Background: an optimization exercise with open tools, aiming at small area, a short achievable clock period and few clock cycles per item. Do not read the settings as production practice.
Function was not checked in any run shown here: the RTL went through the layout flow alone.

## flow/design.v (module list and top-level ports; edited modules follow where they fit)
// module hft_macd_engine_mc: 205 lines
// module csa_fast: 1478 lines
// module csa_slow: 1454 lines
// module csa_sig: 2890 lines
// module adder_sk_64: 784 lines
// module adder_sk_65: 927 lines
module hft_macd_engine_mc #(
   parameter int N_CH            = 4,
   parameter int PRICE_W         = 32,
   parameter int FRAC_W          = 16,
   parameter int ALPHA_FAST      = 10181,
   parameter int ALPHA_SLOW      = 4854,
   parameter int ALPHA_SIG       = 13107,
   parameter int HYST            = 0,
   parameter int WARMUP_TICKS    = 26,
   parameter int STOP_LOSS_PTS   = 50,
   parameter int TAKE_PROFIT_PTS = 100
) (
   input  logic                              clk,
   input  logic                              reset,
   input  logic                              tick_valid,
   output logic                              tick_ready,
   input  logic [$clog2(N_CH)-1:0]           tick_ch,
   input  logic signed [PRICE_W-1:0]         tick_price,
   input  logic                              trade_en,
   output logic                              order_valid,
   input  logic                              order_ready,
   output logic [$clog2(N_CH)-1:0]           order_ch,
   output logic [1:0]                        order_side,
   output logic signed [PRICE_W-1:0]         order_price
);
  // ...
==> flow/run.sh <==
#!/bin/bash
# synth_recipe.tcl (not shown) runs the flow's synth.tcl, then flattens the netlist and writes it again
# the make line also repeats each setting of config.mk as NAME=value (left out here)
make -C /OpenROAD-flow-scripts/flow DESIGN_CONFIG=/design/flow/config.mk WORK_HOME=/design/flow/orfs CLKGATE_MAP_FILE= SYNTH_SCRIPT=/design/flow/synth_recipe.tcl finish
==> flow/config.mk <==
export PLATFORM = sky130hd
export DESIGN_NAME = hft_macd_engine_mc
export DESIGN_NICKNAME = hft_macd_engine_mc
export VERILOG_FILES = /design/flow/design.v
export SDC_FILE = /design/flow/constraint.sdc
export NUM_CORES = 4
export LEC_CHECK = 0
export CAP_MARGIN = 60
export CORE_MARGIN = 2
export CORE_UTILIZATION = 40
export SLEW_MARGIN = 60
==> flow/constraint.sdc <==
create_clock -name core_clock -period 17.0 [get_ports {clk}]
set_input_delay 3.4000 -clock core_clock [delete_from_list [all_inputs] [get_ports {clk}]]
set_output_delay 3.4000 -clock core_clock [all_outputs]
set_load 0.01 [all_outputs]
==> PnR_summary.wiki, run 1 <==
{| class="wikitable"
! Metric !! Value
|-
| Post-synthesis adder-cell area fraction || 34.3%
|-
| Total nets after synthesis || 9322
|-
| Diode count || 4
|-
| Core area || 235000 um^2
|-
| Inverters excl. clock || 1863
|-
| Total Die Area || 240000 um^2
|-
| Cell depth of the worst setup path || 26
|-
| FFs & Latches || 1131
|-
| Area occupied by multi-input gates || 53300 um^2
|-
| Antenna-violating nets left || 0
|-
| Post-synthesis mux area share || 7.68%
|-
| DP HPWL || 196000 um
|-
| Setup Slack @ Placement || 8.87 ns
|-
| Worst hold margin || 0.424 ns
|-
| Wire length of the first global-routing pass || 385000 um
|-
| Leading post-synthesis cells by cell area || edfxtp_1 (35%), fa_1 (29%), inv_1 (7.4%)
|-
| DRT met1 WL || 110000 um
|-
| Critical Path AT || 8.56 ns
|-
| Total Nets Final || 9521
|-
| Category of the most critical setup path || reg2reg
|-
| Most common library cell in the layout ignoring fill and taps || inv_1
|-
| Highest routed metal layer || met5
|-
| Clock tree skew after final layout || 0.0618 ns
|-
| Largest regs || sig_q x196, fast_q x192, slow_q x192
|-
| Result of the run || complete, no violations
|-
| Vias in the first global route || 62.0k
|-
| Met1 Resource Use GR || 30.1%
|-
| Clock latency (worst-skew pair) || 0.79 ns
|-
| # IOs || 77
|-
| Met2 Usage GRT || 34.3%
|-
| Multi-input logic cell count || 4370
|-
| Biggest area consumer among cell classes || multi-input gates
|-
| Tap cells || 3150
|-
| Buffers & Inverters on Critical Path || 7
|-
| Library cell contributing the largest single delay on the critical path || fa_1
|}
==> run 2, diff against run 1 <==
--- a/flow/config.mk
+++ b/flow/config.mk
@@ -7,5 +7,5 @@
 export LEC_CHECK = 0
-export CAP_MARGIN = 60
+export CAP_MARGIN = 20
 export CORE_MARGIN = 2
 export CORE_UTILIZATION = 40
-export SLEW_MARGIN = 60
+export SLEW_MARGIN = 20
==> PnR_summary.wiki, run 2 <==
{| class="wikitable"
! Metric !! Value
|-
| Result of the run || complete, no violations (unchanged)
|-
| Most instantiated flip-flop cell in the synthesis netlist || edfxtp_1 (unchanged)
|-
| Buffer cell driving the clock tree root || clkbuf_16 (unchanged)
|-
| Unrepaired setup endpoints after global routing || no (unchanged)
|-
| Clock latency (worst-skew pair) || 0.78 ns (was 0.79 ns)
|-
| Worst setup SP type || flop (unchanged)
|-
| Worst slew margin || 24.6% (was 58.3%)
|-
| Maximum clock rate || 119 MHz (was 125 MHz)
|-
| Final TNS setup || 0 ns (unchanged)
|-
| Final-report hold violation count || 0 (unchanged)
|-
| Buffers inserted by post-CTS timing repair || 0 (unchanged)
|-
| Post-detailed-placement cell area || 99200 um^2 (was 100000 um^2)
|-
| #FFs+latches synth || 1131 (unchanged)
|-
| Library cell with the largest summed area after synthesis || edfxtp_1 (unchanged)
|-
| Total wire length || 250000 um (was 251000 um)
|-
| Minimum clock period || 8.41 ns (was 7.99 ns)
|-
| Avg Synthesized Cell Area || 12.6 um^2 (unchanged)
|-
| Fraction of layout cells with a size suffix above 1 || 8.86% (was 10.4%)
|-
| MaxCap Viol Count || 0 (unchanged)
|-
| CTS H-Tree Depth || 3 (unchanged)
|-
| Count of TritonRoute iterations in the first routing pass || 6 (was 5)
|-
| Worst min-delay path category || reg2reg (unchanged)
|-
| Clock tree skew after final layout || 0.0388 ns (was 0.0618 ns)
|-
| Number of enable-type register cells in the synthesized netlist || 1097 (unchanged)
|-
| TritonCTS clock tree || built (unchanged)
|-
| Number of antenna violations at the first check in global routing || 3 (was 5)
|-
| Core area || 235000 um^2 (unchanged)
|-
| CTS Buf Count || 117 (was 119)
|-
| Antenna-violating nets left || 0 (unchanged)
|-
| Post-route fraction of the period consumed by the critical path || 49.4% (was 47.0%)
|-
| Count of endpoints failing setup in the final report || 0 (unchanged)
|-
| Worst R2R End || sig_q[3][47]$_DFFE_PP_ (was sig_q[1][48]$_DFFE_PP_)
|-
| Die width || 490 um (unchanged)
|-
| Top fanout value on the critical path || 6 (unchanged)
|-
| Share of the synthesized area in the top cell type || 34.9% (unchanged)
|-
| Total Nets Final || 9444 (was 9521)
|-
| Layout Area Growth over Synthesis || 9.45% (was 10.7%)
|-
| Final-report max-slew violation count || 0 (unchanged)
|-
| Cell count after synthesis || 7510 (unchanged)
|-
| Critical Path AT || 8.88 ns (was 8.56 ns)
|-
| R2r worst-path depth || 26 (unchanged)
|-
| Largest regs || sig_q x196, fast_q x192, slow_q x192 (unchanged)
|-
| Leading cell types by count after synthesis || inv_1 (1861), fa_1 (1354), edfxtp_1 (1097) (unchanged)
|-
| Total Die Area || 240000 um^2 (unchanged)
|-
| # IOs || 77 (unchanged)
|-
| Final routed DRC violation total || 0 (unchanged)
|-
| Endpoint required time on the critical path || 17.47 ns (was 17.57 ns)
|-
| Wire length of the first global-routing pass || 383000 um (was 385000 um)
|-
| Height of the chip || 490 um (unchanged)
|-
| Gp weighted congestion || 0.969 (unchanged)
|-
| Met3 routed wirelength || 16700 um (was 15800 um)
|-
| DRT met1 WL || 109000 um (was 110000 um)
|-
| Register with the most flip-flops || sig_q (unchanged)
|-
| Via total after detailed routing || 57.1k (was 57.5k)
|-
| HP Start || te1_q$_DFFE_PN_ (unchanged)
|-
| DR WL met2 || 118000 um (about the same)
|-
| Commonest cells after routing, fill and taps aside || inv_1 (1859), fa_1 (1354), edfxtp_1 (1097), ha_1 (419), nand2_1 (308) (was inv_1 (1828), fa_1 (1354), edfxtp_1 (1097), ha_1 (419), nand2_1 (308))
|-
| Proportion of synthesized chip area in sequential cells || 35.8% (unchanged)
|-
| Number of port buffers || 76 (unchanged)
|-
| Number of buffers added to fix hold violations after cts || 0 (unchanged)
|-
| Routed via count divided by cell count || 5.25 (was 5.24)
|-
| Cell Rows || 178 (unchanged)
|-
| Most common library cell in the layout ignoring fill and taps || inv_1 (unchanged)
|-
| Count of cells resized by post-cts repair || 0 (unchanged)
|-
| GR Util All Layers || 21.3% (was 21.4%)
|-
| Reg-to-reg setup timing slack || 8.59 ns (was 9.01 ns)
|-
| Launch instance of the worst register-to-register path || g3_q[4]$_DFFE_PN_ (unchanged)
|-
| Worst Max-Slew Pin Slew || 1.13 ns (was 0.619 ns)
|-
| Finished layout cell area || 103000 um^2 (was 104000 um^2)
|-
| Largest net degree at the start of global routing || 107 (was 77)
|-
| Worst hold stages || 0 (unchanged)
|-
| GR Overflow Total || 0 (unchanged)
|-
| Largest buffer count on any clock path || 3 (unchanged)
|-
| CTS sink count || 1131 (unchanged)
|-
| Number of unique standard cell types used by synthesis || 98 (unchanged)
|-
| Total of fill cells in the finished design || 21.4k (was 21.3k)
|-
| Total nets after synthesis || 9322 (unchanged)
|-
| Worst Hold End || te2_q$_DFFE_PN_ (unchanged)
|-
| Fraction of registers with async set or reset after synthesis || 3.01% (unchanged)
|-
| Ys Warns || 7 (unchanged)
|-
| Clock edge transition at the registers on the reported setup and hold paths || 0.06 ns (about the same)
|-
| Highest routed metal layer || met4 (was met5)
|-
| Critical path capture point type || flop (unchanged)
|-
| Initial Utilization || 40.2% (unchanged)
|-
| Area of the mapped netlist || 94400 um^2 (unchanged)
|-
| Vias in the first global route || 61.3k (was 62.0k)
|-
| Post-detailed-route wirelength per cell || 23.0 um (was 22.8 um)
|-
| Max FFs per register || 196 (unchanged)
|-
| First-iteration detailed-routing DRC count || 4915 (was 4655)
|-
| Leading post-synthesis cells by cell area || edfxtp_1 (35%), fa_1 (29%), inv_1 (7.4%) (unchanged)
|-
| DP HPWL || 194000 um (was 196000 um)
|-
| Category of the most critical setup path || reg2reg (unchanged)
|-
| Most frequent cell after synthesis || inv_1 (unchanged)
|}
run 2: cell types whose count changed in the layout (fill, tap and decap cells not counted), sizes merged:
cell          before   now
clkbuf           151   137
buf              144    75
inv             1871  1873
bufinv            13    16
clkinvlp           6     5
dlymetal6s2s       1     0
diode              4     2
clkinv            53    51
run 2: metal layers:
layer,track usage (%),vias to the layer above
li1,-,25200
met1,30.0,29800
met2,34.3,1745
met3,3.58,308
met4,5.73,0
met5,0,-
run 2: final cells by class:
type                    count  area [um^2]  share of cell area (%)
clock inverters            82          981                   0.950
repair buffers            149         1330                    1.29
clock buffers             137         3110                    3.01
well taps                3150         3940                    3.82
flip-flops and latches   1131        33800                    32.7
inverters                1863         7010                    6.78
multi-input cells        4370        53100                    51.4
diodes                      2         5.00                 0.00485
run 2: cells by family after synthesis:
group / after synthesis / synth area share [%]
buf+inv: 2009 / 8.03
xor+xnor: 265 / 2.46
fa+ha+maj: 1773 / 34.3
mux: 364 / 7.68
compound gates: 973 / 6.67
flops: 1131 / 35.8
simple gates: 995 / 5.07
run 2: through the flow:
| stage | util, % | hold slack, ns | instances | setup WS [ns] |
|---|---|---|---|---|
| after floorplan | - | 0.400 | 7510 | 7.59 |
| after global placement | 42.2 | 0.404 | 10700 | 8.70 |
| after detailed placement | 42.2 | 0.410 | 10700 | 8.60 |
| after CTS | 43.9 | 0.425 | 10900 | 8.57 |
| after global routing | 44.0 | 0.428 | 10900 | 8.16 |
| final | 44.0 | 0.426 | 10900 | 8.59 |
run 2: critical path, stage by stage, from the launching register on:
cell and delay, ns:
edfxtp_1 0.56, inv_1 0.27, fa_1 0.58, inv_1 0.06, fa_1 0.52, inv_1 0.05
fa_1 0.50, inv_1 0.05, fa_1 0.49, fa_1 0.54, inv_1 0.05, fa_1 0.50
inv_1 0.05, ha_1 0.20, or3_1 0.33, a2111oi_0 0.54, buf_4 0.22, nor3b_1 0.07
o21bai_1 0.63, a211o_1 0.28, a21o_1 0.21, a21boi_0 0.17, a21oi_1 0.37, o2111ai_1 0.24
a21oi_1 0.27, xor2_1 0.24, nor2_1 0.11
run 2: worst max path at each step:
stage / startpoint / end
after floorplan: qf_q$_DFF_PP0_ / och_q[0]$_DFFE_PP_
after global placement: g3_q[4]$_DFFE_PN_ / sig_q[0][47]$_DFFE_PP_
after detailed placement: g3_q[4]$_DFFE_PN_ / sig_q[0][47]$_DFFE_PP_
after CTS: g3_q[4]$_DFFE_PN_ / sig_q[1][47]$_DFFE_PP_
after global routing: g3_q[4]$_DFFE_PN_ / sig_q[0][48]$_DFFE_PP_
final: g3_q[4]$_DFFE_PN_ / sig_q[3][47]$_DFFE_PP_
==> run 3, diff against run 2 <==
==> flow/flow/run.sh (new file) <==
#!/bin/bash
set -euo pipefail
cd "$(dirname "$0")/.."
bash standard.sh SETUP_SLACK_MARGIN=11 finish > flow_make.log 2>&1
==> flow/standard.sh (new file) <==
#!/bin/bash
# synth_recipe.tcl (not shown) runs the flow's synth.tcl, then flattens the netlist and writes it again
# the make line also repeats each setting of config.mk as NAME=value (left out here)
make -C /OpenROAD-flow-scripts/flow DESIGN_CONFIG=/design/flow/config.mk WORK_HOME=/design/flow/orfs CLKGATE_MAP_FILE= SYNTH_SCRIPT=/design/flow/synth_recipe.tcl "${@:-finish}"
--- a/flow/config.mk
+++ b/flow/config.mk
@@ -7,5 +7,5 @@
 export LEC_CHECK = 0
-export CAP_MARGIN = 20
+export CAP_MARGIN = 60
 export CORE_MARGIN = 2
 export CORE_UTILIZATION = 40
-export SLEW_MARGIN = 20
+export SLEW_MARGIN = 60
removed: flow/run.sh
==> PnR_summary.wiki, run 3 <==
{| class="wikitable"
! Metric !! Value
|-
| Number of buffers added to fix hold violations after cts || 0 (unchanged)
|-
| Finished layout cell area || 113000 um^2 (was 103000 um^2)
|-
| Unrepaired setup endpoints after global routing || yes (was no)
|-
| Share of the synthesized area in the top cell type || 34.9% (unchanged)
|-
| Most used cell along the critical path || fa_1
|-
| Worst hold margin || 0.424 ns (was 0.426 ns)
|-
| Total Nets Final || 10.0k (was 9444)
|-
| Cell count after synthesis || 7510 (unchanged)
|-
| MaxCap Viol Count || 0 (unchanged)
|-
| Initial Utilization || 40.2% (unchanged)
|-
| # IOs || 77 (unchanged)
|-
| Area occupied by multi-input gates || 57100 um^2 (was 53100 um^2)
|-
| Setup Slack @ Placement || 9.38 ns (was 8.60 ns)
|-
| Worst-case setup margin in the final layout || 10.00 ns (was 8.59 ns)
|-
| Die width || 490 um (unchanged)
|-
| Total of fill cells in the finished design || 20.5k (was 21.4k)
|-
| Total wire length || 265000 um (was 250000 um)
|-
| Largest regs || sig_q x196, fast_q x192, slow_q x192 (unchanged)
|-
| Worst min-delay path category || reg2reg (unchanged)
|-
| Total nets after synthesis || 9322 (unchanged)
|-
| Final-report max-slew violation count || 0 (unchanged)
|-
| Maximum clock rate || 143 MHz (was 119 MHz)
|-
| Result of the run || complete, no violations (unchanged)
|-
| CTS sink count || 1131 (unchanged)
|-
| Final routed DRC violation total || 0 (unchanged)
|-
| Layout Area Growth over Synthesis || 19.8% (was 9.45%)
|-
| Delay of the slowest cell on the worst path || 0.52 ns (was 0.63 ns)
|-
| Worst Max-Slew Pin Slew || 0.662 ns (was 1.13 ns)
|-
| Number of enable-type register cells in the synthesized netlist || 1097 (unchanged)
|-
| Max FFs per register || 196 (unchanged)
|-
| Post-detailed-route wirelength per cell || 23.1 um (was 23.0 um)
|-
| CTS H-Tree Depth || 3 (unchanged)
|-
| Proportion of synthesized chip area in sequential cells || 35.8% (unchanged)
|-
| GR Util All Layers || 22.2% (was 21.3%)
|-
| Total Die Area || 240000 um^2 (unchanged)
|-
| Number of standard cells in the layout, taps in and fillers out || 11.5k (was 10.9k)
|-
| Critical path capture point type || flop (unchanged)
|-
| Most instantiated flip-flop cell in the synthesis netlist || edfxtp_1 (unchanged)
|-
| Most common library cell in the layout ignoring fill and taps || inv_1 (unchanged)
|-
| Wire length of the first global-routing pass || 400000 um (was 383000 um)
|-
| Number of unique standard cell types used by synthesis || 98 (unchanged)
|-
| CTS Buf Count || 119 (was 117)
|-
| Inst Count DP || 10.7k (about the same)
|-
| Top fanout value on the critical path || 6 (unchanged)
|-
| Leading post-synthesis cells by cell area || edfxtp_1 (35%), fa_1 (29%), inv_1 (7.4%) (unchanged)
|-
| Routed via count divided by cell count || 5.26 (was 5.25)
|-
| Largest buffer count on any clock path || 3 (unchanged)
|-
| Minimum clock period || 7.00 ns (was 8.41 ns)
|-
| Category of the most critical setup path || reg2reg (unchanged)
|-
| Library cell with the largest summed area after synthesis || edfxtp_1 (unchanged)
|-
| DP HPWL || 197000 um (was 194000 um)
|-
| Ys Warns || 7 (unchanged)
|-
| Final TNS setup || 0 ns (unchanged)
|-
| Buffer cell driving the clock tree root || clkbuf_16 (unchanged)
|-
| Height of the chip || 490 um (unchanged)
|-
| Library cell contributing the largest single delay on the critical path || fa_1 (was o21bai_1)
|-
| Endpoint required time on the critical path || 17.51 ns (was 17.47 ns)
|-
| Leading cell types by count after synthesis || inv_1 (1861), fa_1 (1354), edfxtp_1 (1097) (unchanged)
|-
| Number of port buffers || 76 (unchanged)
|-
| Post-detailed-placement cell area || 101000 um^2 (was 99200 um^2)
|-
| Via total after detailed routing || 60.3k (was 57.1k)
|-
| Clock tree skew after final layout || 0.0622 ns (was 0.0388 ns)
|-
| Largest net degree at the start of global routing || 77 (was 107)
|-
| Count of TritonRoute iterations in the first routing pass || 6 (unchanged)
|-
| First-iteration detailed-routing DRC count || 5131 (was 4915)
|-
| Worst slew margin || 55.9% (was 24.6%)
|-
| Sequential cell area || 33800 um^2 (unchanged)
|-
| Antenna-violating nets left || 0 (unchanged)
|-
| Count of endpoints failing setup in the final report || 0 (unchanged)
|-
| Worst setup SP type || flop (unchanged)
|-
| Number of antenna violations at the first check in global routing || 8 (was 3)
|-
| Clock edge transition at the registers on the reported setup and hold paths || 0.07 ns (was 0.06 ns)
|-
| Post-route fraction of the period consumed by the critical path || 41.2% (was 49.4%)
|-
| Cell Rows || 178 (unchanged)
|-
| Area of the mapped netlist || 94400 um^2 (unchanged)
|-
| GR Overflow Total || 0 (unchanged)
|-
| TritonCTS clock tree || built (unchanged)
|-
| Fraction of registers with async set or reset after synthesis || 3.01% (unchanged)
|-
| Commonest cells after routing, fill and taps aside || inv_1 (1690), fa_1 (1299), edfxtp_1 (1097), buf_4 (426), ha_1 (358) (was inv_1 (1859), fa_1 (1354), edfxtp_1 (1097), ha_1 (419), nand2_1 (308))
|-
| Avg Synthesized Cell Area || 12.6 um^2 (unchanged)
|-
| Core area || 235000 um^2 (unchanged)
|-
| Fraction of layout cells with a size suffix above 1 || 23.1% (was 8.86%)
|-
| Most frequent cell after synthesis || inv_1 (unchanged)
|-
| Register with the most flip-flops || sig_q (unchanged)
|-
| Gp weighted congestion || 0.949 (was 0.969)
|-
| Clock latency (worst-skew pair) || 0.80 ns (was 0.78 ns)
|-
| Critical Path AT || 7.51 ns (was 8.88 ns)
|-
| Vias in the first global route || 63.7k (was 61.3k)
|-
| Final-report hold violation count || 0 (unchanged)
|-
| #FFs+latches synth || 1131 (unchanged)
|}
[run 3: repair_timing]
action,CTS,global route
pin swaps,252,268
cloned,2,4
resized for setup,497,430
setup buffers,315,184
endpoints found under the setup margin,635,641
hold endpoints to repair,0,0
[run 3: metal layers]
layer	vias up	part of all wire (%)	track usage [%]	routed length (um)
li1	26400	-	-	-
met1	31500	43	31.9	115000
met2	1975	47	35.0	124000
met3	375	6.2	3.05	16400
met4	0	3.4	7.02	8970
met5	-	0	0	0
[run 3: area by class of cell]
type                            count  share of cell area (%)
Clock inverter                     93                   0.947
Tap cell                         3150                    3.49
Timing Repair Buffer              721                    6.12
Inverter                         1863                    6.39
Sequential cell                  1131                    29.9
Clock buffer                      133                    2.70
Multi-Input combinational cell   4372                    50.5
Antenna cell                        2                 0.00443
[run 3: worst max-delay path: cells and delay by family (launching register included)]
kind	cells	cell delay (ns)
xor+xnor	1	0.21
fa+ha+maj	7	3.08
simple gates	3	0.59
buf+inv	8	0.72
compound gates	8	1.74
flops	1	0.40
[run 3: cell families after synthesis]
family	share of synthesized area (%)
AO/OA/AOI/OAI	6.67
XOR/XNOR	2.46
adder cells (fa/ha/maj)	34.3
buffers and inverters	8.03
flip-flops	35.8
multiplexers	7.68
AND/OR/NAND/NOR	5.07
[run 3: final timing paths]
kind                                   startpoint                      to  slack (ns)  depth (start not counted)
max in group asynchronous                   reset          qf_q$_DFF_PP0_       13.62                          3
worst min-delay path              ok2_q$_DFFE_PN_         ok3_q$_DFFE_PN_        0.42                          0
worst max-delay path            g3_q[8]$_DFFE_PN_  sig_q[3][47]$_DFFE_PP_       10.00                         27
worst max register to register  g3_q[8]$_DFFE_PN_  sig_q[3][47]$_DFFE_PP_       10.00                         27
worst min register to register    ok2_q$_DFFE_PN_         ok3_q$_DFFE_PN_        0.42                          0
min in group asynchronous                   reset        v1_q$_DFFE_PP0N_        3.02                          3
[run 3: per-stage QoR]
step / utilization, %
2_1_floorplan: -
3_3_place_gp: 42.4
3_5_place_dp: 42.8
4_1_cts: 46.5
5_1_grt: 48.1
6_report: 48.1

==> afterwards: timing with drivers on the ports <==
In the flow no input, the clock included, has a driving cell. The finished layouts below were timed again as built, in two steps. Step 1 sets driving cells, clkbuf_16 on the clock port and buf_2 on the other inputs (assumed; they add their load-dependent delay and slew). Step 2, shift: input delay + t, output delay - t, t = (earliest + latest rising clock arrival at the registers) / 2. This alone moves slack from input paths to output paths. Slacks: no drivers / after step 1 / after step 2; pairs: no drivers / after step 1.
| run | t (ns) | setup WS [ns] | latest minus earliest clock arrival (ns) | pins driven straight from the clock port |
|---|---|---|---|---|
| run 1 | 0.846 | 9.010 / 9.010 / 9.010 | 0.066 / 0.066 | 1 |
| run 2 | 0.843 | 8.594 / 8.594 / 8.594 | 0.043 / 0.044 | 1 |
| run 3 | 0.844 | 10.000 / 10.000 / 10.000 | 0.064 / 0.065 | 1 |
After both steps every run listed still meets setup and hold.
